This design comes from an exercise in tuning for small area, a short achievable clock period and few clock cycles per item on the open sky130 flow, not from production work. The RTL was checked by simulation tests, not by an equivalence proof against the original design.

==> flow/design.v (excerpt) <==
module relu_backward_unit #(
   parameter int Row_Limit = 10,
   parameter int Lanes     = 10
) (
   input  logic                             clk,
   input  logic                             rst,
   input  logic                             fwd_valid,
   output logic                             fwd_ready,
   input  logic [5*Row_Limit*Row_Limit-1:0] fwd_matrix,
   input  logic                             grad_valid,
   output logic                             grad_ready,
   input  logic [5*Row_Limit*Row_Limit-1:0] grad_matrix,
   output logic                             out_valid,
   input  logic                             out_ready,
   output logic [5*Row_Limit*Row_Limit-1:0] out_matrix,
   output logic                             mask_valid,
   output logic                             busy
);
   localparam int NN = Row_Limit * Row_Limit;
   logic [NN-1:0]   mask_q, mask_d;
   logic            mask_valid_q;
   logic [5*NN-1:0] out_q, out_d;
   logic            out_valid_q;
   logic            hold, grad_hs;
   assign hold    = out_valid_q && !out_ready;
   assign grad_hs = grad_valid && grad_ready;
   always_comb begin
      for (int i = 0; i < NN; i++) begin
         if (fwd_valid)
            mask_d[i] = !fwd_matrix[4*NN+i] &&
                        (fwd_matrix[3*NN+i] || fwd_matrix[2*NN+i] ||
                         fwd_matrix[NN+i]   || fwd_matrix[i]);
         else
            mask_d[i] = mask_q[i];
      end
      for (int i = 0; i < NN; i++) begin
         for (int k = 0; k < 5; k++) begin
            out_d[k*NN+i] = hold ? out_q[k*NN+i] : (mask_d[i] & grad_matrix[k*NN+i]);
         end
      end
  ...
Settings: LEC_CHECK=0, CAP_MARGIN=20, CORE_MARGIN=2, CORE_UTILIZATION=55, SLEW_MARGIN=20; clock period 5.0 ns.
run.sh (not shown) runs the stock make flow with config.mk's settings and CLKGATE_MAP_FILE= SYNTH_SCRIPT=/design/flow/synth_recipe.tcl, a recipe that flattens the netlist after the stock synthesis.
The first run died in I/O pin placement (3_2_place_iop), error PPL-0024.
Testbench counts at the start, summed over its fixed seeds: cycles 1,095, grads 767.
Then changed:
- CORE_AREA: not set -> 2 2 978 82
- CORE_MARGIN: 2 -> not set
- CORE_UTILIZATION: 55 -> not set
- DIE_AREA: not set -> 0 0 980 84
Outcome:
- This time the run produced a clean layout
- area after synthesis is unchanged
- synthesized cell count stays the same
Then changed:
- CORE_AREA: 2 2 978 82 -> not set
- CORE_MARGIN: not set -> 2
- CORE_UTILIZATION: not set -> 70
- DIE_AREA: 0 0 980 84 -> not set
- PLACE_DENSITY: not set -> 0.8
After rerunning: This time the run stopped in I/O pin placement (3_2_place_iop) (PPL-0024). Area after synthesis is unchanged. Synthesized cell count stays the same.

========
## blue
Another version of the RTL of relu_backward_unit (not shown whole).
Size: ~3000 cells after synthesis, about 600 flip-flops, roughly 1500 I/O pins, ~22000 um^2 of cells after synthesis.
clock: 5.0 ns
lec_check: 0
abc_area: 1
cap_margin: 20
core_area: 2 2 398 108
die_area: 0 0 400 110
setup_slack_margin: 2.7
slew_margin: 20
standard.sh (not shown) runs the stock make flow with config.mk's settings and CLKGATE_MAP_FILE= SYNTH_SCRIPT=/design/flow/synth_recipe.tcl, a recipe that flattens the netlist after the stock synthesis.
==> flow/flow/run.sh <==
#!/bin/bash
# Standard layout, with the port buffers inserted as the smallest plain buffer
# instead of the delay buffer buffer_ports picks by default, and pins allowed
# on every routing track so the die can be smaller.
set -euo pipefail
export BUFFER_PORTS_ARGS="-buffer_cell sky130_fd_sc_hd__buf_1"
export PLACE_PINS_ARGS="-min_distance 1 -min_distance_in_tracks"
bash standard.sh > standard_flow.log 2>&1
blue is listed as incomplete: the tool reported an error in global routing and the run ended there.
Testbench counts of blue, summed over its fixed seeds: cycles 1,095, grads 767.
Inputs modified between blue and orange:
Settings: CORE_AREA: 2 2 398 108 -> 2 2 758 62; DIE_AREA: 0 0 400 110 -> 0 0 760 64.
==> flow/flow/run.sh <==
#!/bin/bash
# Standard layout, with the port buffers inserted as the smallest plain buffer
# instead of the delay buffer buffer_ports picks by default.
set -euo pipefail
export BUFFER_PORTS_ARGS="-buffer_cell sky130_fd_sc_hd__buf_1"
bash standard.sh > standard_flow.log 2>&1
--- outcome ---
- The flow did not stop early for orange: all stages ran, and the layout cleared the timing, design-rule and antenna checks.
- Between blue and orange, placed wire-length estimate after detailed placement decreased.
- Compared with blue, total instance count after detailed placement in orange increased slightly.
- Looking at orange and blue, the count of cell types in the netlist is a wash.
- Of orange and blue, it is orange that has the higher total placed instance area.
- Going from blue to orange, post-CTS setup-driven buffer insertion count decreased by 6 relative to the old numbers, post-placement worst setup slack increased by 0.32 ns relative to the old numbers, starting density of the core decreased by 2.8 points relative to the old numbers.

[port drivers added, routing unchanged]
The results above use ideal ports. As a check the final layouts listed here were re-extracted and re-timed, cells and wires unchanged.
Step 1 sets driving cells, clkbuf_16 on the clock port and buf_2 on the other inputs (assumed; they add their load-dependent delay and slew).
Step 2 moves the port delays by t, midway between the first and last clock arrival at a register: inputs arrive t later, outputs are due t later. That takes back most of the time a late clock gives input paths.
a / b / c = ideal ports / drivers / drivers and shift; a / b = the first two.
| run | shift t [ns] | slack for setup (ns) | hold WS [ns] | worst setup path after step 2 | clock arrival spread, ns |
|---|---|---|---|---|---|
| the second run of note 1 | 0.700 | 1.425 / 1.394 / 1.394 | 0.491 / 0.471 / 0.556 | input to output | 0.041 / 0.042 |
| orange | 0.708 | 2.611 / 2.574 / 2.194 | 0.225 / 0.155 / 0.454 | input to register | 0.029 / 0.029 |
After both steps every run listed still meets setup and hold. The setup slack of orange, which loses most, moves by -0.037 ns with the drivers and by -0.417 ns with both steps.
